This is an optimization exercise on Yosys and OpenROAD, whose aim is small area, a short achievable clock period and few clock cycles, not a production implementation. RTL that was checked went through simulation tests only; none was proved equivalent to the original. No functional check of the RTL was part of run 1.

File: design.v
package multiplicacao_pkg;
  localparam int DATA_W_DEF = 8;
  localparam int MAX_N_DEF  = 5;
  typedef enum logic [1:0] {
    IDLE    = 2'd0,
    COMPUTE = 2'd1,
    DONE    = 2'd2
  } state_t;
  function automatic int data_max(input int w);
    data_max = (1 << (w - 1)) - 1;
  endfunction
  function automatic int data_min(input int w);
    data_min = -(1 << (w - 1));
  endfunction
  localparam int DATA_MAX = data_max(DATA_W_DEF);
  localparam int DATA_MIN = data_min(DATA_W_DEF);
  function automatic int idx(input int i, input int j, input int max_n,
                             input int data_w);
    idx = (i * max_n + j) * data_w;
  endfunction
  function automatic int decode_n(input int size, input int max_n);
    decode_n = (size + 2 > max_n) ? max_n : size + 2;
  endfunction
endpackage
module saturador #(
  parameter int ACC_W  = 19,
  parameter int DATA_W = 8
) (
  input  logic signed [ACC_W-1:0]  acc,
  input  logic                     sat_en,
  output logic        [DATA_W-1:0] y,
  output logic                     ovf
);
  logic above;
  logic below;
  always_comb begin
    above = !acc[ACC_W-1] && (acc[ACC_W-2:DATA_W-1] != '0);
    below =  acc[ACC_W-1] && (acc[ACC_W-2:DATA_W-1] != '1);
    ovf   = above | below;
    y     = acc[DATA_W-1:0];
    if (sat_en && above) begin
      y = {1'b0, {(DATA_W-1){1'b1}}};
    end else if (sat_en && below) begin
      y = {1'b1, {(DATA_W-1){1'b0}}};
    end
  end
endmodule
module multiplicacao_matrizes_seq #(
  parameter int DATA_W = multiplicacao_pkg::DATA_W_DEF,
  parameter int MAX_N  = multiplicacao_pkg::MAX_N_DEF,
  parameter int SIZE_W = $clog2(MAX_N - 1),
  parameter int ACC_W  = 18
) (
  input  logic                            clk,
  input  logic                            rst_n,
  input  logic                            start,
  input  logic                            sat_en,
  input  logic [SIZE_W-1:0]               matrix_size,
  input  logic [MAX_N*MAX_N*DATA_W-1:0]   A,
  input  logic [MAX_N*MAX_N*DATA_W-1:0]   B,
  output logic                            busy,
  output logic                            done,
  output logic [MAX_N*MAX_N*DATA_W-1:0]   C,
  output logic                            overflow_flag
);
  localparam int CNT_W = 3;
  logic             run_q;      
  logic             done_q;     
  logic             first_q;    
  logic [CNT_W-1:0] cnt_q;
  logic             sat_q;
  logic [SIZE_W-1:0] size_q;
  logic [MAX_N-1:0] vld_q;      
  logic [DATA_W-1:0] a_q [MAX_N][MAX_N];
  logic [DATA_W-1:0] b_q [MAX_N][MAX_N];
  logic [ACC_W-1:0]  acc_q [MAX_N][MAX_N];
  logic [ACC_W-1:0]  acc_d [MAX_N][MAX_N];
  logic [ACC_W-1:0]  acc_init;
  logic idle;
  logic [CNT_W-1:0] n_m1;
  assign idle = !run_q && !done_q;
  assign busy = run_q;
  assign done = done_q;
  assign n_m1 = CNT_W'(multiplicacao_pkg::decode_n(int'(matrix_size), MAX_N) - 1);
  always_ff @(posedge clk or negedge rst_n) begin
    if (!rst_n) begin
      run_q   <= 1'b0;
      done_q  <= 1'b0;
      first_q <= 1'b0;
      cnt_q   <= '0;
      sat_q   <= 1'b0;
      size_q  <= '0;
      vld_q   <= '0;
    end else begin
      done_q  <= 1'b0;
      first_q <= 1'b0;
      if (idle) begin
        if (start) begin
          run_q   <= 1'b1;
          first_q <= 1'b1;
          cnt_q   <= n_m1;
          sat_q   <= sat_en;
          size_q  <= matrix_size;
          for (int i = 0; i < MAX_N; i++) vld_q[i] <= (i <= int'(n_m1));
        end
      end else if (run_q) begin
        cnt_q <= cnt_q - 1'b1;
        if (cnt_q == '0) begin
          run_q  <= 1'b0;
          done_q <= 1'b1;
        end
      end
    end
  end
  always_ff @(posedge clk) begin
    for (int i = 0; i < MAX_N; i++) begin
      for (int k = 0; k < MAX_N; k++) begin
        if (!run_q) begin
          a_q[i][k] <= A[(i*MAX_N + k)*DATA_W +: DATA_W];
          b_q[k][i] <= B[(k*MAX_N + i)*DATA_W +: DATA_W];
        end else begin
          a_q[i][k] <= (k < MAX_N-1) ? a_q[i][(k+1) % MAX_N] : '0;
          b_q[k][i] <= (k < MAX_N-1) ? b_q[(k+1) % MAX_N][i] : '0;
        end
      end
    end
  end
  always_comb begin
    case (size_q)
      2'd0:    acc_init = ACC_W'(197120);
      2'd1:    acc_init = ACC_W'(164608);
      2'd2:    acc_init = ACC_W'(132096);
      default: acc_init = ACC_W'(99584);
    endcase
  end
  for (genvar gi = 0; gi < MAX_N; gi++) begin : g_mr
    for (genvar gj = 0; gj < MAX_N; gj++) begin : g_mc
      mac_unit u_mac (
        .a      (a_q[gi][0]),
        .b      (b_q[0][gj]),
        .run    (run_q),
        .acc_in (first_q ? acc_init : acc_q[gi][gj]),
        .sum    (acc_d[gi][gj])
      );
      always_ff @(posedge clk) acc_q[gi][gj] <= acc_d[gi][gj];
    end
  end
  logic [MAX_N*MAX_N-1:0] ovf_e;
  for (genvar gi = 0; gi < MAX_N; gi++) begin : g_row
    for (genvar gj = 0; gj < MAX_N; gj++) begin : g_col
      logic [DATA_W-1:0] y;
      logic              o;
      saturador #(
        .ACC_W  (ACC_W),
        .DATA_W (DATA_W)
      ) u_sat (
        .acc    (acc_q[gi][gj]),
        .sat_en (sat_q),
        .y      (y),
        .ovf    (o)
      );
      assign C[(gi*MAX_N + gj)*DATA_W +: DATA_W] = (vld_q[gi] && vld_q[gj]) ? y : '0;
      assign ovf_e[gi*MAX_N + gj] = vld_q[gi] && vld_q[gj] && o;
    end
  end
  assign overflow_flag = |ovf_e;
endmodule
module mac_unit (
  input  logic [7:0]  a,
  input  logic [7:0]  b,
  input  logic        run,
  input  logic [17:0] acc_in,
  output logic [17:0] sum
);
  logic pp_0_0;
  logic pp_0_1;
  logic pp_0_2;
  logic pp_0_3;
  logic pp_0_4;
  logic pp_0_5;
  logic pp_0_6;
  logic pp_0_7;
  logic pp_1_0;
  logic pp_1_1;
  logic pp_1_2;
  logic pp_1_3;
  logic pp_1_4;
  logic pp_1_5;
  logic pp_1_6;
  logic pp_1_7;
  logic pp_2_0;
  logic pp_2_1;
  logic pp_2_2;
  logic pp_2_3;
  logic pp_2_4;
  logic pp_2_5;
  logic pp_2_6;
  logic pp_2_7;
  logic pp_3_0;
  logic pp_3_1;
  logic pp_3_2;
  logic pp_3_3;
  logic pp_3_4;
  logic pp_3_5;
  logic pp_3_6;
  logic pp_3_7;
  logic pp_4_0;
  logic pp_4_1;
  logic pp_4_2;
  logic pp_4_3;
  logic pp_4_4;
  logic pp_4_5;
  logic pp_4_6;
  logic pp_4_7;
  logic pp_5_0;
  logic pp_5_1;
  logic pp_5_2;
  logic pp_5_3;
  logic pp_5_4;
  logic pp_5_5;
  logic pp_5_6;
  logic pp_5_7;
  logic pp_6_0;
  logic pp_6_1;
  logic pp_6_2;
  logic pp_6_3;
  logic pp_6_4;
  logic pp_6_5;
  logic pp_6_6;
  logic pp_6_7;
  logic pp_7_0;
  logic pp_7_1;
  logic pp_7_2;
  logic pp_7_3;
  logic pp_7_4;
  logic pp_7_5;
  logic pp_7_6;
  logic pp_7_7;
  logic s0, c0;
  logic s1, c1;
  logic s2, c2;
  logic s3, c3;
  logic s4, c4;
  logic s5, c5;
  logic s6, c6;
  logic s7, c7;
  logic s8, c8;
  logic s9, c9;
  logic s10, c10;
  logic s11, c11;
  logic s12, c12;
  logic s13, c13;
  logic s14, c14;
  logic s15, c15;
  logic s16, c16;
  logic s17, c17;
  logic s18, c18;
  logic s19, c19;
  logic s20, c20;
  logic s21, c21;
  logic s22, c22;
  logic s23, c23;
  logic s24, c24;
  logic s25, c25;
  logic s26, c26;
  logic s27, c27;
  logic s28, c28;
  logic s29, c29;
  logic s30, c30;
  logic s31, c31;
  logic s32, c32;
  logic s33, c33;
  logic s34, c34;
  logic s35, c35;
  logic s36, c36;
  logic s37, c37;
  logic s38, c38;
  logic s39, c39;
  logic s40, c40;
  logic s41, c41;
  logic s42, c42;
  logic s43, c43;
  logic s44, c44;
  logic s45, c45;
  logic s46, c46;
  logic s47, c47;
  logic s48, c48;
  logic s49, c49;
  logic s50, c50;
  logic s51, c51;
  logic s52, c52;
  logic s53, c53;
  logic s54, c54;
  logic s55, c55;
  logic [17:0] r0, r1;
  assign pp_0_0 = run & a[0] & b[0];
  assign pp_0_1 = run & a[0] & b[1];
  assign pp_0_2 = run & a[0] & b[2];
  assign pp_0_3 = run & a[0] & b[3];
  assign pp_0_4 = run & a[0] & b[4];
  assign pp_0_5 = run & a[0] & b[5];
  assign pp_0_6 = run & a[0] & b[6];
  assign pp_0_7 = run & ~(a[0] & b[7]);
  assign pp_1_0 = run & a[1] & b[0];
  assign pp_1_1 = run & a[1] & b[1];
  assign pp_1_2 = run & a[1] & b[2];
  assign pp_1_3 = run & a[1] & b[3];
  assign pp_1_4 = run & a[1] & b[4];
  assign pp_1_5 = run & a[1] & b[5];
  assign pp_1_6 = run & a[1] & b[6];
  assign pp_1_7 = run & ~(a[1] & b[7]);
  assign pp_2_0 = run & a[2] & b[0];
  assign pp_2_1 = run & a[2] & b[1];
  assign pp_2_2 = run & a[2] & b[2];
  assign pp_2_3 = run & a[2] & b[3];
  assign pp_2_4 = run & a[2] & b[4];
  assign pp_2_5 = run & a[2] & b[5];
  assign pp_2_6 = run & a[2] & b[6];
  assign pp_2_7 = run & ~(a[2] & b[7]);
  assign pp_3_0 = run & a[3] & b[0];
  assign pp_3_1 = run & a[3] & b[1];
  assign pp_3_2 = run & a[3] & b[2];
  assign pp_3_3 = run & a[3] & b[3];
  assign pp_3_4 = run & a[3] & b[4];
  assign pp_3_5 = run & a[3] & b[5];
  assign pp_3_6 = run & a[3] & b[6];
  assign pp_3_7 = run & ~(a[3] & b[7]);
  assign pp_4_0 = run & a[4] & b[0];
  assign pp_4_1 = run & a[4] & b[1];
  assign pp_4_2 = run & a[4] & b[2];
  assign pp_4_3 = run & a[4] & b[3];
  assign pp_4_4 = run & a[4] & b[4];
  assign pp_4_5 = run & a[4] & b[5];
  assign pp_4_6 = run & a[4] & b[6];
  assign pp_4_7 = run & ~(a[4] & b[7]);
  assign pp_5_0 = run & a[5] & b[0];
  assign pp_5_1 = run & a[5] & b[1];
  assign pp_5_2 = run & a[5] & b[2];
  assign pp_5_3 = run & a[5] & b[3];
  assign pp_5_4 = run & a[5] & b[4];
  assign pp_5_5 = run & a[5] & b[5];
  assign pp_5_6 = run & a[5] & b[6];
  assign pp_5_7 = run & ~(a[5] & b[7]);
  assign pp_6_0 = run & a[6] & b[0];
  assign pp_6_1 = run & a[6] & b[1];
  assign pp_6_2 = run & a[6] & b[2];
  assign pp_6_3 = run & a[6] & b[3];
  assign pp_6_4 = run & a[6] & b[4];
  assign pp_6_5 = run & a[6] & b[5];
  assign pp_6_6 = run & a[6] & b[6];
  assign pp_6_7 = run & ~(a[6] & b[7]);
  assign pp_7_0 = run & ~(a[7] & b[0]);
  assign pp_7_1 = run & ~(a[7] & b[1]);
  assign pp_7_2 = run & ~(a[7] & b[2]);
  assign pp_7_3 = run & ~(a[7] & b[3]);
  assign pp_7_4 = run & ~(a[7] & b[4]);
  assign pp_7_5 = run & ~(a[7] & b[5]);
  assign pp_7_6 = run & ~(a[7] & b[6]);
  assign pp_7_7 = run & a[7] & b[7];
  assign s0 = pp_0_5 ^ pp_1_4;
  assign c0 = pp_0_5 & pp_1_4;
  assign s1 = pp_0_6 ^ pp_1_5 ^ pp_2_4;
  assign c1 = (pp_0_6 & pp_1_5) | (pp_0_6 & pp_2_4) | (pp_1_5 & pp_2_4);
  assign s2 = pp_3_3 ^ pp_4_2;
  assign c2 = pp_3_3 & pp_4_2;
  assign s3 = pp_0_7 ^ pp_1_6 ^ pp_2_5;
  assign c3 = (pp_0_7 & pp_1_6) | (pp_0_7 & pp_2_5) | (pp_1_6 & pp_2_5);
  assign s4 = pp_3_4 ^ pp_4_3 ^ pp_5_2;
  assign c4 = (pp_3_4 & pp_4_3) | (pp_3_4 & pp_5_2) | (pp_4_3 & pp_5_2);
  assign s5 = pp_6_1 ^ pp_7_0;
  assign c5 = pp_6_1 & pp_7_0;
  assign s6 = pp_1_7 ^ pp_2_6 ^ pp_3_5;
  assign c6 = (pp_1_7 & pp_2_6) | (pp_1_7 & pp_3_5) | (pp_2_6 & pp_3_5);
  assign s7 = pp_4_4 ^ pp_5_3 ^ pp_6_2;
  assign c7 = (pp_4_4 & pp_5_3) | (pp_4_4 & pp_6_2) | (pp_5_3 & pp_6_2);
  assign s8 = pp_7_1 ^ acc_in[8];
  assign c8 = pp_7_1 & acc_in[8];
  assign s9 = pp_2_7 ^ pp_3_6 ^ pp_4_5;
  assign c9 = (pp_2_7 & pp_3_6) | (pp_2_7 & pp_4_5) | (pp_3_6 & pp_4_5);
  assign s10 = pp_5_4 ^ pp_6_3 ^ pp_7_2;
  assign c10 = (pp_5_4 & pp_6_3) | (pp_5_4 & pp_7_2) | (pp_6_3 & pp_7_2);
  assign s11 = pp_3_7 ^ pp_4_6 ^ pp_5_5;
  assign c11 = (pp_3_7 & pp_4_6) | (pp_3_7 & pp_5_5) | (pp_4_6 & pp_5_5);
  assign s12 = pp_0_3 ^ pp_1_2;
  assign c12 = pp_0_3 & pp_1_2;
  assign s13 = pp_0_4 ^ pp_1_3 ^ pp_2_2;
  assign c13 = (pp_0_4 & pp_1_3) | (pp_0_4 & pp_2_2) | (pp_1_3 & pp_2_2);
  assign s14 = pp_3_1 ^ pp_4_0;
  assign c14 = pp_3_1 & pp_4_0;
  assign s15 = s0 ^ pp_2_3 ^ pp_3_2;
  assign c15 = (s0 & pp_2_3) | (s0 & pp_3_2) | (pp_2_3 & pp_3_2);
  assign s16 = pp_4_1 ^ pp_5_0 ^ acc_in[5];
  assign c16 = (pp_4_1 & pp_5_0) | (pp_4_1 & acc_in[5]) | (pp_5_0 & acc_in[5]);
  assign s17 = c0 ^ s1 ^ s2;
  assign c17 = (c0 & s1) | (c0 & s2) | (s1 & s2);
  assign s18 = pp_5_1 ^ pp_6_0 ^ acc_in[6];
  assign c18 = (pp_5_1 & pp_6_0) | (pp_5_1 & acc_in[6]) | (pp_6_0 & acc_in[6]);
  assign s19 = c1 ^ c2 ^ s3;
  assign c19 = (c1 & c2) | (c1 & s3) | (c2 & s3);
  assign s20 = s4 ^ s5 ^ acc_in[7];
  assign c20 = (s4 & s5) | (s4 & acc_in[7]) | (s5 & acc_in[7]);
  assign s21 = c3 ^ c4 ^ c5;
  assign c21 = (c3 & c4) | (c3 & c5) | (c4 & c5);
  assign s22 = s6 ^ s7 ^ s8;
  assign c22 = (s6 & s7) | (s6 & s8) | (s7 & s8);
  assign s23 = c6 ^ c7 ^ c8;
  assign c23 = (c6 & c7) | (c6 & c8) | (c7 & c8);
  assign s24 = s9 ^ s10 ^ acc_in[9];
  assign c24 = (s9 & s10) | (s9 & acc_in[9]) | (s10 & acc_in[9]);
  assign s25 = c9 ^ c10 ^ s11;
  assign c25 = (c9 & c10) | (c9 & s11) | (c10 & s11);
  assign s26 = pp_6_4 ^ pp_7_3 ^ acc_in[10];
  assign c26 = (pp_6_4 & pp_7_3) | (pp_6_4 & acc_in[10]) | (pp_7_3 & acc_in[10]);
  assign s27 = c11 ^ pp_4_7 ^ pp_5_6;
  assign c27 = (c11 & pp_4_7) | (c11 & pp_5_6) | (pp_4_7 & pp_5_6);
  assign s28 = pp_6_5 ^ pp_7_4 ^ acc_in[11];
  assign c28 = (pp_6_5 & pp_7_4) | (pp_6_5 & acc_in[11]) | (pp_7_4 & acc_in[11]);
  assign s29 = pp_5_7 ^ pp_6_6 ^ pp_7_5;
  assign c29 = (pp_5_7 & pp_6_6) | (pp_5_7 & pp_7_5) | (pp_6_6 & pp_7_5);
  assign s30 = pp_0_2 ^ pp_1_1;
  assign c30 = pp_0_2 & pp_1_1;
  assign s31 = s12 ^ pp_2_1 ^ pp_3_0;
  assign c31 = (s12 & pp_2_1) | (s12 & pp_3_0) | (pp_2_1 & pp_3_0);
  assign s32 = c12 ^ s13 ^ s14;
  assign c32 = (c12 & s13) | (c12 & s14) | (s13 & s14);
  assign s33 = c13 ^ c14 ^ s15;
  assign c33 = (c13 & c14) | (c13 & s15) | (c14 & s15);
  assign s34 = c15 ^ c16 ^ s17;
  assign c34 = (c15 & c16) | (c15 & s17) | (c16 & s17);
  assign s35 = c17 ^ c18 ^ s19;
  assign c35 = (c17 & c18) | (c17 & s19) | (c18 & s19);
  assign s36 = c19 ^ c20 ^ s21;
  assign c36 = (c19 & c20) | (c19 & s21) | (c20 & s21);
  assign s37 = c21 ^ c22 ^ s23;
  assign c37 = (c21 & c22) | (c21 & s23) | (c22 & s23);
  assign s38 = c23 ^ c24 ^ s25;
  assign c38 = (c23 & c24) | (c23 & s25) | (c24 & s25);
  assign s39 = c25 ^ c26 ^ s27;
  assign c39 = (c25 & c26) | (c25 & s27) | (c26 & s27);
  assign s40 = c27 ^ c28 ^ s29;
  assign c40 = (c27 & c28) | (c27 & s29) | (c28 & s29);
  assign s41 = c29 ^ pp_6_7 ^ pp_7_6;
  assign c41 = (c29 & pp_6_7) | (c29 & pp_7_6) | (pp_6_7 & pp_7_6);
  assign s42 = pp_0_1 ^ pp_1_0;
  assign c42 = pp_0_1 & pp_1_0;
  assign s43 = s30 ^ pp_2_0 ^ acc_in[2];
  assign c43 = (s30 & pp_2_0) | (s30 & acc_in[2]) | (pp_2_0 & acc_in[2]);
  assign s44 = c30 ^ s31 ^ acc_in[3];
  assign c44 = (c30 & s31) | (c30 & acc_in[3]) | (s31 & acc_in[3]);
  assign s45 = c31 ^ s32 ^ acc_in[4];
  assign c45 = (c31 & s32) | (c31 & acc_in[4]) | (s32 & acc_in[4]);
  assign s46 = c32 ^ s33 ^ s16;
  assign c46 = (c32 & s33) | (c32 & s16) | (s33 & s16);
  assign s47 = c33 ^ s34 ^ s18;
  assign c47 = (c33 & s34) | (c33 & s18) | (s34 & s18);
  assign s48 = c34 ^ s35 ^ s20;
  assign c48 = (c34 & s35) | (c34 & s20) | (s35 & s20);
  assign s49 = c35 ^ s36 ^ s22;
  assign c49 = (c35 & s36) | (c35 & s22) | (s36 & s22);
  assign s50 = c36 ^ s37 ^ s24;
  assign c50 = (c36 & s37) | (c36 & s24) | (s37 & s24);
  assign s51 = c37 ^ s38 ^ s26;
  assign c51 = (c37 & s38) | (c37 & s26) | (s38 & s26);
  assign s52 = c38 ^ s39 ^ s28;
  assign c52 = (c38 & s39) | (c38 & s28) | (s39 & s28);
  assign s53 = c39 ^ s40 ^ acc_in[12];
  assign c53 = (c39 & s40) | (c39 & acc_in[12]) | (s40 & acc_in[12]);
  assign s54 = c40 ^ s41 ^ acc_in[13];
  assign c54 = (c40 & s41) | (c40 & acc_in[13]) | (s41 & acc_in[13]);
  assign s55 = c41 ^ pp_7_7 ^ acc_in[14];
  assign c55 = (c41 & pp_7_7) | (c41 & acc_in[14]) | (pp_7_7 & acc_in[14]);
  assign r0 = {acc_in[17], acc_in[16], c55, c54, c53, c52, c51, c50, c49, c48, c47, c46, c45, c44, c43, c42, s42, pp_0_0};
  assign r1 = {1'b0, 1'b0, acc_in[15], s55, s54, s53, s52, s51, s50, s49, s48, s47, s46, s45, s44, s43, acc_in[1], acc_in[0]};
  assign sum = r0 + r1;
endmodule
File: run.sh
#!/bin/bash
# synth_recipe.tcl (not shown) runs the flow's synth.tcl, then flattens the netlist and writes it again
# the make line also repeats each setting of config.mk as NAME=value (left out here)
make -C /OpenROAD-flow-scripts/flow DESIGN_CONFIG=/design/flow/config.mk WORK_HOME=/design/flow/orfs CLKGATE_MAP_FILE= SYNTH_SCRIPT=/design/flow/synth_recipe.tcl finish
File: config.mk
export PLATFORM = sky130hd
export DESIGN_NAME = multiplicacao_matrizes_seq
export DESIGN_NICKNAME = multiplicacao_matrizes_seq
export VERILOG_FILES = /design/flow/design.v
export SDC_FILE = /design/flow/constraint.sdc
export NUM_CORES = 4
export LEC_CHECK = 0
export CAP_MARGIN = 20
export CORE_MARGIN = 2
export CORE_UTILIZATION = 40
export SLEW_MARGIN = 20
File: constraint.sdc
create_clock -name core_clock -period 11.0 [get_ports {clk}]
set_input_delay 2.2000 -clock core_clock [delete_from_list [all_inputs] [get_ports {clk}]]
set_output_delay 2.2000 -clock core_clock [all_outputs]
set_load 0.01 [all_outputs]
==> results of run 1 <==
-- registers in the layout, summed over array words and instances (netlist names) --
name / flops
size_q: 2
run_q: 1
sat_q: 1
acc_q: 450
done_q: 1
a_q: 200
first_q: 1
b_q: 200
vld_q: 5
cnt_q: 3
-- worst max path at each step --
stage / slack, ns / endpoint / start / depth (start not counted)
after floorplan: 5.64 / acc_q[3][17] / run_q / 20
after global placement: 4.12 / acc_q[13][17] / run_q / 19
after detailed placement: 4.03 / acc_q[13][17] / run_q / 19
after CTS: 4.03 / overflow_flag / vld_q[3] / 5
after global routing: 3.55 / acc_q[12][16] / run_q / 18
final: 3.89 / overflow_flag / vld_q[3] / 5
-- layer usage --
metal  up-vias  wire (um)
met3       643      30600
li1      34433          -
met4        14      19800
met1     37670     125000
met5         -         84
met2      3219     148000
-- cells in the mapped netlist, types with 16 or more instances --
cell	count	area, sq um
o21a_1	76	571
dfxtp_1	850	17000
a211o_1	16	140
a21oi_1	645	3230
a21o_1	112	841
nand3_1	129	646
nor2b_1	296	1850
xnor2_1	257	2250
o21bai_1	34	255
xor2_1	85	744
nand2_1	1123	4220
and2_1	68	425
nand2b_1	41	257
a31oi_1	59	369
nor3_1	156	781
or2_2	23	144
inv_1	1806	6780
clkbuf_1	567	2130
nor2_1	519	1950
nand4_1	66	413
nand3b_1	29	218
o211ai_1	25	188
and3_1	803	5020
or3_1	38	238
o21ai_0	194	971
o21ai_1	28	140
mux2_2	322	3630
nor4_1	58	363
a211oi_1	62	465
buf_2	35	175
fa_1	1225	24500
o31ai_1	20	150
and4_1	21	184
ha_1	608	7610
-- metrics by stage --
| step | hold slack [ns] |
|---|---|
| 2_1_floorplan | 0.433 |
| 4_1_cts | 0.440 |
| 3_3_place_gp | 0.436 |
| 5_1_grt | 0.460 |
| 6_report | 0.441 |
| 3_5_place_dp | 0.438 |
-- area by class of cell --
class                           count  area [sq um]
Antenna cell                       12          30.0
Clock buffer                      147          3040
Clock inverter                     54           826
Fill cell                       22032        123000
Inverter                         1808          6800
Multi-Input combinational cell   7326         64700
Sequential cell                   864         17400
Tap cell                         3009          3760
Timing Repair Buffer              746          7220
-- kinds of logic (layout without fill, tap and decap cells) --
kind of cell,count (synthesis),in the layout
fa+ha+maj,1833,1833
mux,330,330
flops,864,864
simple gates,3409,3409
other cells,0,12
buf+inv,2415,2755
compound gates,1412,1412
xor+xnor,342,342
-- worst register-to-register path, delay by kind of cell, from the launching register on --
kind / cells / cell delay, ns
compound gates: 4 / 0.82
buf+inv: 5 / 1.68
flops: 1 / 0.69
simple gates: 4 / 1.29
xor+xnor: 1 / 0.16
fa+ha+maj: 5 / 2.35
==> run notes, run 1 <==
outcome no timing/DRC/antenna violations; dpl cells 13752; M2 GR Usage between 40% and 50%; clk sinks 864; min-delay worst type reg2reg; vias 75979; first-pass GRT wire length 487 mm; synthesized cell area 91100 sq um; CTS H-tree depth 3; Cell Chain, Critical Path nand2_1 > a21oi_1 > nor4_1 > nand4_1 > clkdlybuf4s50_1; Yosys cell types 87; via/cell ratio about 5.4; post-route cell area between 100000 and 150000 sq um; Initial Utilization 40.1%; CTS tree yes; Cell Count, Final, Fillers Out 13966; grt ovf 0; DRC Markers 0; Avg Cell Area, Syn 8.59 sq um; utilization after layout 45.7%; io pins 609; vias in the first global route just under 80000; final antenna-violating net count 0; Max clock buf depth 3; Rows roughly 180; Worst R2R Setup Slack ~4 ns; CP Max Fanout 17; commonest non-fill, non-tap cell in the layout inv_1; clk latency of the worst-skew pair 0.81 ns; Total Die Area roughly 230000 sq um; Worst Path Arrival 4.91 ns; GR Util met3 6.62%; mux contribution to synthesized area 4.07%; WP buf/inv 1; detailed placement HPWL 232 mm; postcts setup bufs 0; Async S/R FF share, synth ~1.6%; FF-to-FF path depth 19; Synth Instances approximately 11000; Iteration-0 DRC Markers between 6000 and 7000; R2R Path End acc_q[13][17]; final worst-path cycle share 64.6%; RSZ-0062 raised after global routing no; Syn Nets 12844; IO buf count 608; most frequent cells in the layout inv_1 (1805), fa_1 (1225), nand2_1 (1123); prevailing post-synth register cell dfxtp_1; busiest grt layer met2; Placed Area 99900 sq um; total track usage 27.8%; hold_sp a_q[12][3]; post-synthesis sequential area ratio 19.1%; Synth warnings 9; final hold vios 0; routing usage on met1 34.0%; Die Y 481 um; Critical Path RT 8.80 ns; final WL 324 mm; critical path's top delay family simple AND/OR/NAND/NOR gates; Hold Path Sink a_q[11][3]; CTS resizes 0; fin nets 13093; kind of critical path reg2out; relative slew slack 16.8%; Startpoint Class flop; Slowest-stage cell, CP dfrtp_1; Total Neg Setup Slack 0 ns; Placer Congestion just over 0.9; Worst Hold Depth 1; Critical Path End Type primary output; Avg WL per Cell 23.2 um; EDFF count, synth 0; Slew Viols, Final 0; largest family of logic cells by synthesized area adder cells; Clock Skew 0.0946 ns; Synth Area in XOR/XNOR under 10%; Compound-Gate Fraction of Synth Area 9.64%; share of cells above drive strength 1 7.20%; TritonRoute pass-1 iters 8; Setup WS pre-CTS 4.03 ns; CP max stage delay approximately 1.2 ns; Synth Area in Adders 35.3%; synth-to-layout area growth 13.9%; pin count of the biggest net entering global routing 187; max-cap viol count 0; clk slew on worst S/H paths ~0.060 ns; post-synthesis sequential element count 864; hold-fix buffers at CTS 0; # setup viols final 0; Reg-to-Reg Start run_q; antenna violations before repair 36; simple-gate share of the synthesized area 18.7%; die width 481 um; FMAX roughly 0.14 GHz; Setup WS post-layout 3.89 ns; crit path time final 7.11 ns; root buffer selected by CTS clkbuf_16; CTS Buf Count roughly 110; Worst-Margin Slew 1.25 ns; core area roughly 230000 sq um
==> run 2, diff against run 1 <==
--- a/design.v
+++ b/design.v
@@ -71,3 +71,2 @@
   logic             sat_q;
-  logic [SIZE_W-1:0] size_q;
   logic [MAX_N-1:0] vld_q;      
@@ -77,3 +76,2 @@
   logic [ACC_W-1:0]  acc_d [MAX_N][MAX_N];
-  logic [ACC_W-1:0]  acc_init;
   logic idle;
@@ -91,3 +89,2 @@
       sat_q   <= 1'b0;
-      size_q  <= '0;
       vld_q   <= '0;
@@ -102,3 +99,2 @@
           sat_q   <= sat_en;
-          size_q  <= matrix_size;
           for (int i = 0; i < MAX_N; i++) vld_q[i] <= (i <= int'(n_m1));
@@ -114,2 +110,6 @@
   end
+  logic accept;
+  logic more;
+  assign accept = idle && start;
+  assign more   = run_q && (cnt_q != '0);
   always_ff @(posedge clk) begin
@@ -118,6 +118,4 @@
         if (!run_q) begin
-          a_q[i][k] <= A[(i*MAX_N + k)*DATA_W +: DATA_W];
           b_q[k][i] <= B[(k*MAX_N + i)*DATA_W +: DATA_W];
         end else begin
-          a_q[i][k] <= (k < MAX_N-1) ? a_q[i][(k+1) % MAX_N] : '0;
           b_q[k][i] <= (k < MAX_N-1) ? b_q[(k+1) % MAX_N][i] : '0;
@@ -125,11 +123,20 @@
       end
+      for (int k = 1; k < MAX_N; k++) begin
+        if (!run_q) begin
+          a_q[i][k] <= A[(i*MAX_N + k)*DATA_W +: DATA_W];
+        end else begin
+          a_q[i][k] <= (k < MAX_N-1) ? a_q[i][(k+1) % MAX_N] : '0;
+        end
+      end
     end
   end
-  always_comb begin
-    case (size_q)
-      2'd0:    acc_init = ACC_W'(197120);
-      2'd1:    acc_init = ACC_W'(164608);
-      2'd2:    acc_init = ACC_W'(132096);
-      default: acc_init = ACC_W'(99584);
-    endcase
+  always_ff @(posedge clk or negedge rst_n) begin
+    if (!rst_n) begin
+      for (int i = 0; i < MAX_N; i++) a_q[i][0] <= '0;
+    end else begin
+      for (int i = 0; i < MAX_N; i++) begin
+        a_q[i][0] <= ({DATA_W{accept}} & A[(i*MAX_N)*DATA_W +: DATA_W]) |
+                     ({DATA_W{more}} & a_q[i][1]);
+      end
+    end
   end
@@ -140,4 +147,3 @@
         .b      (b_q[0][gj]),
-        .run    (run_q),
-        .acc_in (first_q ? acc_init : acc_q[gi][gj]),
+        .acc_in (first_q ? '0 : acc_q[gi][gj]),
         .sum    (acc_d[gi][gj])
@@ -170,3 +176,2 @@
   input  logic [7:0]  b,
-  input  logic        run,
   input  logic [17:0] acc_in,
@@ -294,67 +299,70 @@
   logic s55, c55;
+  logic s56, c56;
+  logic s57, c57;
+  logic s58, c58;
   logic [17:0] r0, r1;
-  assign pp_0_0 = run & a[0] & b[0];
-  assign pp_0_1 = run & a[0] & b[1];
-  assign pp_0_2 = run & a[0] & b[2];
-  assign pp_0_3 = run & a[0] & b[3];
-  assign pp_0_4 = run & a[0] & b[4];
-  assign pp_0_5 = run & a[0] & b[5];
-  assign pp_0_6 = run & a[0] & b[6];
-  assign pp_0_7 = run & ~(a[0] & b[7]);
-  assign pp_1_0 = run & a[1] & b[0];
-  assign pp_1_1 = run & a[1] & b[1];
-  assign pp_1_2 = run & a[1] & b[2];
-  assign pp_1_3 = run & a[1] & b[3];
-  assign pp_1_4 = run & a[1] & b[4];
-  assign pp_1_5 = run & a[1] & b[5];
-  assign pp_1_6 = run & a[1] & b[6];
-  assign pp_1_7 = run & ~(a[1] & b[7]);
-  assign pp_2_0 = run & a[2] & b[0];
-  assign pp_2_1 = run & a[2] & b[1];
-  assign pp_2_2 = run & a[2] & b[2];
-  assign pp_2_3 = run & a[2] & b[3];
-  assign pp_2_4 = run & a[2] & b[4];
-  assign pp_2_5 = run & a[2] & b[5];
-  assign pp_2_6 = run & a[2] & b[6];
-  assign pp_2_7 = run & ~(a[2] & b[7]);
-  assign pp_3_0 = run & a[3] & b[0];
-  assign pp_3_1 = run & a[3] & b[1];
-  assign pp_3_2 = run & a[3] & b[2];
-  assign pp_3_3 = run & a[3] & b[3];
-  assign pp_3_4 = run & a[3] & b[4];
-  assign pp_3_5 = run & a[3] & b[5];
-  assign pp_3_6 = run & a[3] & b[6];
-  assign pp_3_7 = run & ~(a[3] & b[7]);
-  assign pp_4_0 = run & a[4] & b[0];
-  assign pp_4_1 = run & a[4] & b[1];
-  assign pp_4_2 = run & a[4] & b[2];
-  assign pp_4_3 = run & a[4] & b[3];
-  assign pp_4_4 = run & a[4] & b[4];
-  assign pp_4_5 = run & a[4] & b[5];
-  assign pp_4_6 = run & a[4] & b[6];
-  assign pp_4_7 = run & ~(a[4] & b[7]);
-  assign pp_5_0 = run & a[5] & b[0];
-  assign pp_5_1 = run & a[5] & b[1];
-  assign pp_5_2 = run & a[5] & b[2];
-  assign pp_5_3 = run & a[5] & b[3];
-  assign pp_5_4 = run & a[5] & b[4];
-  assign pp_5_5 = run & a[5] & b[5];
-  assign pp_5_6 = run & a[5] & b[6];
-  assign pp_5_7 = run & ~(a[5] & b[7]);
-  assign pp_6_0 = run & a[6] & b[0];
-  assign pp_6_1 = run & a[6] & b[1];
-  assign pp_6_2 = run & a[6] & b[2];
-  assign pp_6_3 = run & a[6] & b[3];
-  assign pp_6_4 = run & a[6] & b[4];
-  assign pp_6_5 = run & a[6] & b[5];
-  assign pp_6_6 = run & a[6] & b[6];
-  assign pp_6_7 = run & ~(a[6] & b[7]);
-  assign pp_7_0 = run & ~(a[7] & b[0]);
-  assign pp_7_1 = run & ~(a[7] & b[1]);
-  assign pp_7_2 = run & ~(a[7] & b[2]);
-  assign pp_7_3 = run & ~(a[7] & b[3]);
-  assign pp_7_4 = run & ~(a[7] & b[4]);
-  assign pp_7_5 = run & ~(a[7] & b[5]);
-  assign pp_7_6 = run & ~(a[7] & b[6]);
-  assign pp_7_7 = run & a[7] & b[7];
+  assign pp_0_0 = a[0] & b[0];
+  assign pp_0_1 = a[0] & b[1];
+  assign pp_0_2 = a[0] & b[2];
+  assign pp_0_3 = a[0] & b[3];
+  assign pp_0_4 = a[0] & b[4];
+  assign pp_0_5 = a[0] & b[5];
+  assign pp_0_6 = a[0] & b[6];
+  assign pp_0_7 = ~(a[0] & b[7]);
+  assign pp_1_0 = a[1] & b[0];
+  assign pp_1_1 = a[1] & b[1];
+  assign pp_1_2 = a[1] & b[2];
+  assign pp_1_3 = a[1] & b[3];
+  assign pp_1_4 = a[1] & b[4];
+  assign pp_1_5 = a[1] & b[5];
+  assign pp_1_6 = a[1] & b[6];
+  assign pp_1_7 = ~(a[1] & b[7]);
+  assign pp_2_0 = a[2] & b[0];
+  assign pp_2_1 = a[2] & b[1];
+  assign pp_2_2 = a[2] & b[2];
+  assign pp_2_3 = a[2] & b[3];
+  assign pp_2_4 = a[2] & b[4];
+  assign pp_2_5 = a[2] & b[5];
+  assign pp_2_6 = a[2] & b[6];
+  assign pp_2_7 = ~(a[2] & b[7]);
+  assign pp_3_0 = a[3] & b[0];
+  assign pp_3_1 = a[3] & b[1];
+  assign pp_3_2 = a[3] & b[2];
+  assign pp_3_3 = a[3] & b[3];
+  assign pp_3_4 = a[3] & b[4];
+  assign pp_3_5 = a[3] & b[5];
+  assign pp_3_6 = a[3] & b[6];
+  assign pp_3_7 = ~(a[3] & b[7]);
+  assign pp_4_0 = a[4] & b[0];
+  assign pp_4_1 = a[4] & b[1];
+  assign pp_4_2 = a[4] & b[2];
+  assign pp_4_3 = a[4] & b[3];
+  assign pp_4_4 = a[4] & b[4];
+  assign pp_4_5 = a[4] & b[5];
+  assign pp_4_6 = a[4] & b[6];
+  assign pp_4_7 = ~(a[4] & b[7]);
+  assign pp_5_0 = a[5] & b[0];
+  assign pp_5_1 = a[5] & b[1];
+  assign pp_5_2 = a[5] & b[2];
+  assign pp_5_3 = a[5] & b[3];
+  assign pp_5_4 = a[5] & b[4];
+  assign pp_5_5 = a[5] & b[5];
+  assign pp_5_6 = a[5] & b[6];
+  assign pp_5_7 = ~(a[5] & b[7]);
+  assign pp_6_0 = a[6] & b[0];
+  assign pp_6_1 = a[6] & b[1];
+  assign pp_6_2 = a[6] & b[2];
+  assign pp_6_3 = a[6] & b[3];
+  assign pp_6_4 = a[6] & b[4];
+  assign pp_6_5 = a[6] & b[5];
+  assign pp_6_6 = a[6] & b[6];
+  assign pp_6_7 = ~(a[6] & b[7]);
+  assign pp_7_0 = ~(a[7] & b[0]);
+  assign pp_7_1 = ~(a[7] & b[1]);
+  assign pp_7_2 = ~(a[7] & b[2]);
+  assign pp_7_3 = ~(a[7] & b[3]);
+  assign pp_7_4 = ~(a[7] & b[4]);
+  assign pp_7_5 = ~(a[7] & b[5]);
+  assign pp_7_6 = ~(a[7] & b[6]);
+  assign pp_7_7 = a[7] & b[7];
   assign s0 = pp_0_5 ^ pp_1_4;
@@ -375,4 +383,4 @@
   assign c7 = (pp_4_4 & pp_5_3) | (pp_4_4 & pp_6_2) | (pp_5_3 & pp_6_2);
-  assign s8 = pp_7_1 ^ acc_in[8];
-  assign c8 = pp_7_1 & acc_in[8];
+  assign s8 = pp_7_1 ^ acc_in[8] ^ 1'b1;
+  assign c8 = (pp_7_1 & acc_in[8]) | (pp_7_1 & 1'b1) | (acc_in[8] & 1'b1);
   assign s9 = pp_2_7 ^ pp_3_6 ^ pp_4_5;
@@ -471,4 +479,10 @@
   assign c55 = (c41 & pp_7_7) | (c41 & acc_in[14]) | (pp_7_7 & acc_in[14]);
-  assign r0 = {acc_in[17], acc_in[16], c55, c54, c53, c52, c51, c50, c49, c48, c47, c46, c45, c44, c43, c42, s42, pp_0_0};
-  assign r1 = {1'b0, 1'b0, acc_in[15], s55, s54, s53, s52, s51, s50, s49, s48, s47, s46, s45, s44, s43, acc_in[1], acc_in[0]};
+  assign s56 = acc_in[15] ^ 1'b1;
+  assign c56 = acc_in[15] & 1'b1;
+  assign s57 = acc_in[16] ^ 1'b1;
+  assign c57 = acc_in[16] & 1'b1;
+  assign s58 = acc_in[17] ^ 1'b1;
+  assign c58 = acc_in[17] & 1'b1;
+  assign r0 = {c57, c56, c55, c54, c53, c52, c51, c50, c49, c48, c47, c46, c45, c44, c43, c42, s42, pp_0_0};
+  assign r1 = {s58, s57, s56, s55, s54, s53, s52, s51, s50, s49, s48, s47, s46, s45, s44, s43, acc_in[1], acc_in[0]};
   assign sum = r0 + r1;
--- a/config.mk
+++ b/config.mk
@@ -10,2 +10,3 @@
 export CORE_UTILIZATION = 40
+export SETUP_SLACK_MARGIN = 5
 export SLEW_MARGIN = 20
==> run notes, run 2 <==
post-synthesis sequential element count roughly 860; Initial Utilization 40.2%; Synth warnings 9; final WL between 200 and 300 mm; pin count of the biggest net entering global routing 169; Die Y 473 um; CTS tree yes; share of the synthesized area in the top cell type approximately 28%; Yosys cell types between 70 and 80; commonest non-fill, non-tap cell in the layout inv_1; Slew Viols, Final 0; final antenna-violating net count 0; Worst Path Arrival 3.85 ns; CTS H-tree depth 3; vias 67227; utilization after layout 46.1%; crit path to overflow_flag; Reg-to-Reg Start b_q[0][4]; Cell Count, Final, Fillers Out 13096; Synth Instances 9757; Biggest register acc_q; Setup WS pre-CTS 5.29 ns; synth-to-layout area growth 14.7%; RSZ-0062 raised after global routing yes; fin nets around 12000; max-cap viol count 0; final hold vios 0; crit path from acc_q[10][9]; Setup WS post-layout 4.95 ns; vias in the first global route 71433; clk latency of the worst-skew pair between 0.7 and 0.8 ns; postcts setup bufs 0; Rows around 170; Avg Cell Area, Syn 9.02 sq um; final worst-path cycle share around 55%; grt ovf 0; Critical Path RT 8.80 ns; FMAX 0.165 GHz; synthesized cell area 88000 sq um; Max clock buf depth 3; CTS resizes 6; R2R Path End acc_q[20][17]; Syn Nets ~12000; total track usage ~24%; clk slew on worst S/H paths roughly 0.060 ns; EDFF count, synth 0; Iteration-0 DRC Markers approximately 3600; hold-fix buffers at CTS 0; Cell Chain, Critical Path nor4_1 > nand3_1 > o21ai_0 > a31oi_1 > nor4_1 > nand4_1 > clkdlybuf4s50_1; Worst R2R Setup Slack 5.46 ns; Top Registers acc_q: 450 flops, a_q: 200 flops, b_q: 200 flops; Startpoint Class flop; detailed placement HPWL 199 mm; Critical Path End Type primary output; dpl cells 12885; share of cells above drive strength 1 6.97%; Slowest-stage cell, CP o21ai_0; Worst-Margin Slew 1.09 ns; Filler cells around 21000; Async S/R FF share, synth 6.03%; TritonRoute pass-1 iters 6; kind of critical path reg2out; Total Neg Setup Slack 0 ns; Total Die Area 224000 sq um; CTS Buf Count 108; outcome no timing/DRC/antenna violations; Synth area leaders fa_1 (28%), dfxtp_1 (18%), ha_1 (8.9%); crit path time final 6.05 ns; post-synthesis sequential area ratio 19.9%; most frequent cells in the layout inv_1 (1518), fa_1 (1225), nand2_1 (968); first-pass GRT wire length about 420 mm; Largest register FFs 450; Placer Congestion 0.897; FF-to-FF path depth 17; Clock Skew 0.0709 ns; # setup viols final 0; root buffer selected by CTS clkbuf_16; die width around 470 um; antenna violations before repair 27; Critical Path Most Common Cell nor4_1; CP Max Fanout 3; Synth top cells by count inv_1 (1519), fa_1 (1225), nand2_1 (973); clk sinks ~860; via/cell ratio 5.13; cell with the most instances after synthesis inv_1; Synth area leader fa_1; CP max stage delay 0.72 ns; Avg WL per Cell about 21 um; IO buf count 608; min-delay worst type reg2reg; prevailing post-synth register cell dfxtp_1; relative slew slack 27.1%; DRC Markers 0; io pins a little over 600; core area 219000 sq um
==> run 2: cell types whose count changed in the layout (fill, tap and decap cells not counted), moves of 108 or more <==
cell	before	now
a21oi_1	645	422
and2_1	65	833
and3_1	803	25
inv_1	1805	1518
nand2_1	1123	968
nand2b_1	41	362
nor2_1	517	409
==> run 2: how the worst min path moves through the flow <==
stage               startpoint         end  slack, ns  cells past startpoint
floorplan            a_q[1][0]   a_q[0][0]       0.43                      1
global placement    a_q[11][5]  a_q[10][5]       0.43                      1
detailed placement  a_q[16][5]  a_q[15][5]       0.44                      1
CTS                 b_q[24][5]  b_q[19][5]       0.44                      1
global route        b_q[24][5]  b_q[19][5]       0.46                      1
finish              b_q[24][5]  b_q[19][5]       0.44                      1
==> run 2: cells by family (layout without fill, tap and decap cells) <==
logic type                 after synthesis  in the layout  share of synthesized area [%]
AOI/OAI and AO/OA                     1067           1067                           7.86
xor gates and xnor gates               391            391                           3.89
adders and majority gates             1854           1854                           36.8
buffers and inverters                 1978           2438                           8.43
DFF                                    862            862                           19.9
muxes                                  289            289                           3.69
other                                    0              8                              0
and+or+nand+nor                       3316           3316                           19.4
==> run 2: layout make-up <==
type / count / area, sq um / area share, %
antenna: 8 / 20.0 / 0.0198
sequential: 862 / 17600 / 17.4
clock buffer: 143 / 3090 / 3.06
timing repair buffer: 715 / 6940 / 6.87
clock inverter: 60 / 816 / 0.808
tap: 2871 / 3590 / 3.56
multi-input combinational: 6917 / 63300 / 62.6
inverter: 1520 / 5710 / 5.65
==> run 2: worst max-delay path, delay by kind of cell (launching register included) <==
kind,cells,cell delay [ns]
simple gates,4,1.18
compound gates,2,0.99
buf+inv,1,0.62
flops,1,0.32
==> run 2: per-layer routing <==
layer / vias up / track usage [%] / wire length (um)
li1: 31321 / - / -
met1: 33704 / 29.5 / 109000
met2: 1813 / 41.1 / 128000
met3: 377 / 4.97 / 18500
met5: - / 0 / 80
met4: 12 / 11.2 / 13700
==> run 2: per-stage QoR <==
stage	hold slack (ns)	cell area, sq um
after global placement	0.433	96900
after floorplan	0.427	88000
final	0.440	101000
after CTS	0.441	101000
after global routing	0.457	101000
after detailed placement	0.436	96900
Testbench counts of run 2, summed over its fixed seeds: cycles 1,734.
==> run 3, diff against run 2 <==
==> flow/run.sh (new file) <==
#!/bin/bash
set -euo pipefail
MARGIN=$(cat flow/margin.txt)
bash standard.sh SETUP_SLACK_MARGIN=$MARGIN finish > standard_flow.log 2>&1
==> flow/margin.txt (new file) <==
7
==> standard.sh (new file) <==
#!/bin/bash
# synth_recipe.tcl (not shown) runs the flow's synth.tcl, then flattens the netlist and writes it again
# the make line also repeats each setting of config.mk as NAME=value (left out here)
make -C /OpenROAD-flow-scripts/flow DESIGN_CONFIG=/design/flow/config.mk WORK_HOME=/design/flow/orfs CLKGATE_MAP_FILE= SYNTH_SCRIPT=/design/flow/synth_recipe.tcl "${@:-finish}"
--- a/config.mk
+++ b/config.mk
@@ -10,3 +10,2 @@
 export CORE_UTILIZATION = 40
-export SETUP_SLACK_MARGIN = 5
 export SLEW_MARGIN = 20
removed: run.sh
==> run notes, run 3 <==
outcome no timing/DRC/antenna violations; Worst Hold Depth 1; prevailing post-synth register cell dfxtp_1; Placed Area around 100000 sq um; Hold Path Sink b_q[4][0]; grt ovf 0; DRC Markers 0; WHS 0.449 ns; CP Max Fanout 3; Total Die Area roughly 220000 sq um; CTS Buf Count between 100 and 150; FMAX around 0.19 GHz; Largest register FFs 450; Avg Cell Area, Syn about 9.0 sq um; largest family of logic cells by synthesized area adder cells; Biggest register acc_q; # setup viols final 0; Worst Path Arrival around 3.2 ns; Slew Viols, Final 0; clk latency of the worst-skew pair roughly 0.80 ns; vias in the first global route 78690; post-synthesis sequential element count 862; clk sinks roughly 860; final antenna-violating net count 0; first-pass GRT wire length a little over 500 mm; commonest non-fill, non-tap cell in the layout inv_1; simple-gate share of the synthesized area 19.4%; Yosys cell types 79; R2R Path End acc_q[9][17]; FF-to-FF path depth 16; synthesized cell area ~88000 sq um; hold_sp b_q[9][0]; via/cell ratio 5.43; post-route cell area roughly 120000 sq um; max-cap viol count 0; antenna violations before repair between 50 and 60; detailed placement HPWL approximately 200 mm; synth-to-layout area growth 38.2%; kind of critical path reg2out; fin nets 13393; Avg WL per Cell roughly 25 um; share of the synthesized area in the top cell type 27.9%; clk slew on worst S/H paths 0.06 ns; Startpoint Class flop; Rows 172; Syn Nets 12017; Total Neg Setup Slack 0 ns; IO buf count 608; Max clock buf depth 3; die width approximately 470 um; pin count of the biggest net entering global routing 85; CTS tree yes; Placer Congestion between 0.8 and 0.9; Async S/R FF share, synth 6.03%; mux contribution to synthesized area 3.69%; Compound-Gate Fraction of Synth Area 7.86%; core area 219000 sq um; Clock Skew approximately 0.053 ns; io pins 609; total track usage 30.6%; Worst R2R Setup Slack 6.05 ns; most frequent cells in the layout inv_1 (1437), fa_1 (1101), nand2_1 (909); Initial Utilization 40.2%; EDFF count, synth 0; Die Y 473 um; Worst-Margin Slew just over 1 ns; crit path time final 5.36 ns; Synth area leader fa_1; Synth Area in Adders 36.8%; min-delay worst type reg2reg; vias between 70000 and 80000; final hold vios 0; Reg-to-Reg Start a_q[5][2]; root buffer selected by CTS clkbuf_16; Synth area leaders fa_1 (28%), dfxtp_1 (18%), ha_1 (8.9%); share of cells above drive strength 1 a little under 30%; Synth Area in XOR/XNOR 3.89%; Setup WS pre-CTS 5.26 ns; final WL 359 mm; Iteration-0 DRC Markers 5867; Top Registers acc_q: 450 flops, a_q: 200 flops, b_q: 200 flops; Critical Path RT 8.80 ns; Synth Instances 9757; final worst-path cycle share 48.7%; RSZ-0062 raised after global routing yes; post-synthesis sequential area ratio 19.9%; relative slew slack 32.0%; Synth warnings 9; Setup WS post-layout 5.64 ns; Synth top cells by count inv_1 (1519), fa_1 (1225), nand2_1 (973); Critical Path End Type primary output; TritonRoute pass-1 iters 8; cell with the most instances after synthesis inv_1; CTS H-tree depth 3
run 3: cell counts after synthesis:
No cell type changed its count.
run 3: worst max path at each step:
| stage | startpoint | endpoint |
|---|---|---|
| floorplan | a_q[5][2] | acc_q[6][14] |
| global placement | sat_q | C[72] |
| detailed placement | vld_q[0] | overflow_flag |
| CTS | acc_q[6][10] | overflow_flag |
| global route | acc_q[19][13] | overflow_flag |
| finish | acc_q[18][12] | overflow_flag |
run 3: critical path, stage by stage, from the launching register on:
cell and delay [ns]:
dfxtp_1 0.34, nor4_1 0.39, a31oi_1 0.27, nand3b_1 0.42
a22oi_2 0.29, nand4_1 0.39, buf_2 0.29
run 3: repair_timing:
item,CTS,global route
cloned,91,12
setup endpoints to repair,489,482
resized for setup,2201,803
setup buffers,617,287
pin swaps,771,652
hold buffers,0,0
run 3: cell type report:
cell class	instances	area, sq um
Multi-Input combinational cell	6917	71100
Timing Repair inverter	1	16.3
Tap cell	2871	3590
Fill cell	18720	97600
Timing Repair Buffer	1723	19400
Clock inverter	63	1100
Antenna cell	27	67.6
Sequential cell	862	17800
Clock buffer	138	2980
Inverter	1520	5730
run 3: cells by family after synthesis:
| logic type | after synthesis |
|---|---|
| XOR/XNOR | 391 |
| flip-flops | 862 |
| AO/OA/AOI/OAI | 1067 |
| AND/OR/NAND/NOR | 3316 |
| buffers and inverters | 1978 |
| adder cells (fa/ha/maj) | 1854 |
| multiplexers | 289 |
run 3: per-layer routing:
layer / track usage (%) / share of wire [%] / vias to the layer above
met1: 36.6 / 36 / 38542
met5: 0 / 0.042 / -
li1: - / - / 33438
met3: 8.49 / 11 / 959
met4: 19.4 / 7.8 / 22
met2: 48.6 / 45 / 3754
run 3: per-stage QoR:
| stage | util, % | std cells |
|---|---|---|
| floorplan | - | 9757 |
| global placement | 44.9 | 12885 |
| detailed placement | 44.9 | 12887 |
| CTS | 53.0 | 13796 |
| global route | 55.5 | 14096 |
| finish | 55.5 | 14122 |
==> run 4, diff against run 3 <==
==> flow/run.sh (replaced) <==
#!/bin/bash
# The standard layout (the standard.sh, unchanged synthesis), with extra
# ORFS settings from flow/knobs.txt (one VAR=value per line): a larger
# setup margin for timing repair and a plain buffer for the port buffers.
# The constraints, clock period and checks are unchanged.
set -euo pipefail
mapfile -t KNOBS < <(grep -v '^#' flow/knobs.txt | sed '/^$/d')
bash standard.sh "${KNOBS[@]}" finish > standard_flow.log 2>&1
==> flow/knobs.txt (new file) <==
SETUP_SLACK_MARGIN=6
BUFFER_PORTS_ARGS=-buffer_cell sky130_fd_sc_hd__buf_1
removed: flow/margin.txt
==> run notes, run 4 <==
RSZ-0062 raised after global routing yes; CTS Buf Count around 110; clk sinks 862; relative slew slack 28.3%; Iteration-0 DRC Markers 4456; Synth Instances 9757; min-delay worst type reg2reg; Filler cells between 20000 and 25000; Worst Path Arrival 3.14 ns; io pins just over 600; Metal-1 WL 115 mm; Max clock buf depth 3; clk slew on worst S/H paths 0.06 ns; Synth Area in Adders 36.8%; fin nets 12502; die width between 400 and 500 um; max-cap viol count 0; Slew Viols, Final 0; detailed placement HPWL 199 mm; Yosys cell types 79; Placer Congestion 0.927; Startpoint Class flop; via/cell ratio approximately 5.2; FF-to-FF path depth 16; CP Max Fanout 3; share of the synthesized area in the top cell type 27.9%; share of cells above drive strength 1 9.85%; FMAX 0.187 GHz; hold-fix buffers at CTS 0; clk latency of the worst-skew pair just over 0.8 ns; Worst R2R Setup Slack just over 6 ns; Synth warnings 9; synth-to-layout area growth 14.5%; Synth top cells by count inv_1 (1519), fa_1 (1225), nand2_1 (973); Top Registers acc_q: 450 flops, a_q: 200 flops, b_q: 200 flops; CTS tree yes; max layer used met5; Synth Area in XOR/XNOR 3.89%; Worst Hold Depth 1; final antenna-violating net count 0; final worst-path cycle share 48.6%; post-synthesis sequential element count around 860; TritonRoute pass-1 iters 6; # setup viols final 0; total track usage 24.6%; grt ovf 0; root buffer selected by CTS clkbuf_16; prevailing post-synth register cell dfxtp_1; Compound-Gate Fraction of Synth Area just under 8%; Critical Path End Type primary output; met3 wire length 23.9 mm; EDFF count, synth 0; kind of critical path reg2out; Synth area leader fa_1; Async S/R FF share, synth around 6.0%; Rows 172; outcome no timing/DRC/antenna violations; cell with the most instances after synthesis inv_1; pin count of the biggest net entering global routing approximately 90; commonest non-fill, non-tap cell in the layout inv_1; simple-gate share of the synthesized area 19.4%; Total Die Area 224000 sq um; synthesized cell area a little under 90000 sq um; post-synthesis sequential area ratio 19.9%; Setup WS pre-CTS 5.00 ns; Critical Path RT 8.80 ns; routed wl met2 about 140 mm; mux contribution to synthesized area 3.69%; IO buf count 608; CTS H-tree depth 3; final WL 291 mm; Avg WL per Cell 22.0 um; Clock Skew approximately 0.041 ns; DRC Markers 0; Biggest register acc_q; Avg Cell Area, Syn 9.02 sq um; Setup WS post-layout 5.66 ns; vias in the first global route 72731; antenna violations before repair 29; core area about 220000 sq um; crit path time final 5.34 ns; final hold vios 0; Synth area leaders fa_1 (28%), dfxtp_1 (18%), ha_1 (8.9%); Syn Nets approximately 12000; most frequent cells in the layout inv_1 (1517), fa_1 (1223), nand2_1 (965); Initial Utilization 40.2%; Total Neg Setup Slack 0 ns; Worst-Margin Slew 1.08 ns; largest family of logic cells by synthesized area adder cells; vias between 60000 and 70000; first-pass GRT wire length roughly 420 mm; Die Y approximately 470 um; Largest register FFs 450
==> run 4: cell count changes in the layout (fill, tap and decap cells not counted), sizes merged, moves of 9 or more <==
cell and delta:
buf -464, bufbuf -33, bufinv -9, clkbuf +27, clkdlybuf4s50 -406, diode -13
==> run 4: logic make-up (layout without fill, tap and decap cells) <==
group | after synthesis | count (layout)
buf+inv | 1978 | 2550
simple gates | 3316 | 3316
fa+ha+maj | 1854 | 1854
xor+xnor | 391 | 391
flops | 862 | 862
mux | 289 | 289
other cells | 0 | 14
compound gates | 1067 | 1067
==> run 4: worst paths after layout <==
check,start,endpoint
max in group asynchronous,rst_n,a_q[5][2]
max,acc_q[5][13],overflow_flag
max reg2reg,b_q[1][4],acc_q[21][16]
min in group asynchronous,rst_n,done_q
min,b_q[24][5],b_q[19][5]
min reg2reg,b_q[24][5],b_q[19][5]
==> run 4: through the flow <==
stage	instances	instance area (sq um)	utilization [%]	hold slack, ns
finish	13214	101000	46.0	0.440
global route	13202	101000	46.0	0.452
CTS	13124	98600	45.0	0.441
detailed placement	12886	93100	42.5	0.434
global placement	12884	93100	42.4	0.436
floorplan	9757	88000	-	0.427
==> run 4: what timing repair did <==
| action | 4_1_cts | 5_1_grt |
|---|---|---|
| buffers inserted | 35 | 51 |
| resized for setup | 250 | 266 |
| gates cloned | 5 | 25 |
| setup endpoints to repair | 290 | 135 |
| pin swaps | 26 | 81 |
==> run 4: layout make-up <==
| class | instances | area, sq um | share of cell area, % |
|---|---|---|---|
| inverters | 1520 | 5720 | 5.67 |
| clock buffers | 151 | 3150 | 3.12 |
| diodes | 14 | 35.0 | 0.0347 |
| multi-input cells | 6917 | 64500 | 64.0 |
| flip-flops and latches | 862 | 17600 | 17.5 |
| clock inverters | 47 | 798 | 0.791 |
| repair buffers | 832 | 5400 | 5.36 |
| well taps | 2871 | 3590 | 3.56 |
==> run 4: layer usage <==
metal,track usage [%],vias up
li1,-,31563
met1,30.1,34713
met2,41.7,2328
met3,5.04,521
met4,11.2,8
met5,0,-
==> run 4: worst max-delay path, cell delays in order, from the launching register on <==
cell and delay, ns:
dfxtp_1 0.37, nand4_1 0.10, or3_4 0.40, mux2i_4 0.28
a21oi_4 0.14, nor4_4 0.36, nand4_1 0.43, buf_2 0.29
==> run 5, diff against run 4 <==
==> flow/knobs.txt (replaced) <==
SETUP_SLACK_MARGIN=5.5
BUFFER_PORTS_ARGS=-buffer_cell sky130_fd_sc_hd__buf_1
==> run notes, run 5 <==
Rows 172; Initial Utilization 40.2%; Placer Congestion 0.927; relative slew slack between 20% and 30%; Startpoint Class flop; FF-to-FF path depth 17; Total Die Area ~220000 sq um; Clock Skew 0.0409 ns; Synth Area in Adders 36.8%; routed wl met2 128 mm; outcome no timing/DRC/antenna violations; post-route cell area 97500 sq um; final antenna-violating net count 0; Reg-to-Reg Start a_q[5][0]; Max clock buf depth 3; largest family of logic cells by synthesized area adder cells; crit path time final approximately 5.6 ns; min-delay worst type reg2reg; Critical Path End Type primary output; Metal-1 WL 109 mm; antenna violations before repair 19; clk latency of the worst-skew pair 0.78 ns; Critical Path RT 8.80 ns; Yosys cell types 79; post-synthesis sequential element count 862; total track usage 24.3%; max layer used met5; Worst R2R Setup Slack 5.74 ns; Iteration-0 DRC Markers 3527; Synth Instances 9757; Async S/R FF share, synth 6.03%; max-cap viol count 0; final WL 270 mm; # setup viols final 0; clk sinks around 860; share of cells above drive strength 1 a little over 7%; detailed placement HPWL 199 mm; Placed Area 93100 sq um; fin nets 12391; most frequent cells in the layout inv_1 (1518), fa_1 (1225), nand2_1 (966); Slew Viols, Final 0; Biggest register acc_q; Worst-Margin Slew 1.06 ns; post-synthesis sequential area ratio 19.9%; crit path from acc_q[20][16]; Synth area leader fa_1; Synth warnings 9; Multi-input gate area 63400 sq um; core area 219000 sq um; final worst-path cycle share 50.7%; dpl cells around 13000; cell with the most instances after synthesis inv_1; commonest non-fill, non-tap cell in the layout inv_1; synth-to-layout area growth 10.8%; io pins 609; Largest register FFs 450; CTS tree yes; share of the synthesized area in the top cell type between 20% and 30%; synthesized cell area just under 90000 sq um; first-pass GRT wire length 418 mm; EDFF count, synth 0; final hold vios 0; Worst Hold Depth 1; Compound-Gate Fraction of Synth Area 7.86%; R2R Path End acc_q[6][16]; Total Neg Setup Slack 0 ns; CTS Buf Count 109; Synth area leaders fa_1 (28%), dfxtp_1 (18%), ha_1 (8.9%); TritonRoute pass-1 iters 6; Synth top cells by count inv_1 (1519), fa_1 (1225), nand2_1 (973); Worst Path Arrival 3.38 ns; crit path to overflow_flag; kind of critical path reg2out; IO buf count a little over 600; CTS H-tree depth 3; vias in the first global route 72256; clk slew on worst S/H paths about 0.060 ns; vias slightly below 70000; Cell Count, Final, Fillers Out 13098; via/cell ratio 5.16; CP Max Fanout 4; met3 wire length 19.0 mm; Top Registers acc_q: 450 flops, a_q: 200 flops, b_q: 200 flops; grt ovf 0; Filler cells 21229; Reg area 17600 sq um; pin count of the biggest net entering global routing between 100 and 150; Synth Area in XOR/XNOR 3.89%; Die Y between 400 and 500 um; Avg Cell Area, Syn 9.02 sq um; die width 473 um; Avg WL per Cell 20.6 um; prevailing post-synth register cell dfxtp_1; simple-gate share of the synthesized area 19.4%; FMAX 0.179 GHz; root buffer selected by CTS clkbuf_16; RSZ-0062 raised after global routing yes; mux contribution to synthesized area roughly 3.7%; Syn Nets ~12000; DRC Markers 0
[run 5: changes by cell type in the layout (fill, tap and decap cells not counted), moves of 12 or more]
cell	delta
buf_12	-44
a21oi_1	+28
a21oi_2	-24
buf_4	-24
clkbuf_16	-24
ha_1	+24
ha_4	-20
dfxtp_1	+17
nor4_1	+14
dfxtp_4	-13
nor4_2	-13
o21ai_0	+12
[run 5: per-stage QoR]
step | hold slack [ns] | setup slack (ns) | utilization, %
final | 0.442 | 5.42 | 44.5
after detailed placement | 0.434 | 5.00 | 42.5
after global routing | 0.452 | 5.40 | 44.5
after global placement | 0.436 | 4.98 | 42.4
after CTS | 0.441 | 5.13 | 44.4
after floorplan | 0.427 | 6.26 | -
[run 5: logic make-up (layout without fill, tap and decap cells)]
kind of cell	Yosys count	count (layout)
buf+inv	1978	2439
mux	289	289
compound gates	1067	1067
flops	862	862
other cells	0	9
simple gates	3316	3316
fa+ha+maj	1854	1854
xor+xnor	391	391
[run 5: timing repair]
item,CTS,global route
setup buffers,2,3
hold buffers,0,0
endpoints found under the setup margin,143,25
pin swaps,1,2
resized for setup,36,58
[run 5: routing by layer]
metal  global-route usage (%)  vias up
met5                        0        -
met4                     10.9        4
met3                     4.58      409
met2                     41.3     1952
met1                     29.8    33887
li1                         -    31322
[run 5: worst max-delay path: stages (launching register included)]
cell	delay, ns
dfxtp_1	0.35
nor4_1	0.35
nand3_1	0.19
o21ai_1	0.52
a21oi_1	0.28
nor4_1	0.23
nand4_1	0.42
buf_1	0.25
[run 5: final cells by class]
class | instances | area share [%]
clock inverter | 47 | 0.819
tap | 2871 | 3.68
inverter | 1520 | 5.85
sequential | 862 | 18.0
antenna | 9 | 0.0231
clock buffer | 151 | 3.23
multi-input combinational | 6917 | 65.0
timing repair buffer | 721 | 3.41
[run 5: how the worst min path moves through the flow]
| stage | from | to |
|---|---|---|
| 2_1_floorplan | a_q[1][0] | a_q[0][0] |
| 3_3_place_gp | a_q[3][3] | a_q[2][3] |
| 3_5_place_dp | a_q[11][2] | a_q[10][2] |
| 4_1_cts | a_q[12][2] | a_q[11][2] |
| 5_1_grt | a_q[12][2] | a_q[11][2] |
| 6_report | b_q[24][5] | b_q[19][5] |

afterwards: timing with drivers on the ports:
The results above use ideal ports. As a check the final layouts listed here were re-extracted and re-timed, cells and wires unchanged.
Step 1 sets driving cells, clkbuf_16 on the clock port and buf_2 on the other inputs (assumed; they add their load-dependent delay and slew).
Step 2 times the ports against the registers' clock, not the clock port: input delays grow and output delays shrink by t, the midpoint of the rising clock arrivals with the driver on.
a / b / c = no drivers / after step 1 / after step 2; a / b = the first two.
| run | t, ns | slack for setup (ns) | clock arrival spread, ns |
|---|---|---|---|
| run 1 | 0.855 | 3.893 / 3.803 / 3.986 | 0.096 / 0.096 |
| run 2 | 0.848 | 4.945 / 4.856 / 5.465 | 0.073 / 0.073 |
| run 3 | 0.869 | 5.642 / 5.549 / 6.050 | 0.057 / 0.057 |
| run 4 | 0.869 | 5.656 / 5.566 / 6.027 | 0.056 / 0.057 |
| run 5 | 0.852 | 5.422 / 5.336 / 5.741 | 0.052 / 0.052 |
After both steps every run listed still meets setup and hold.
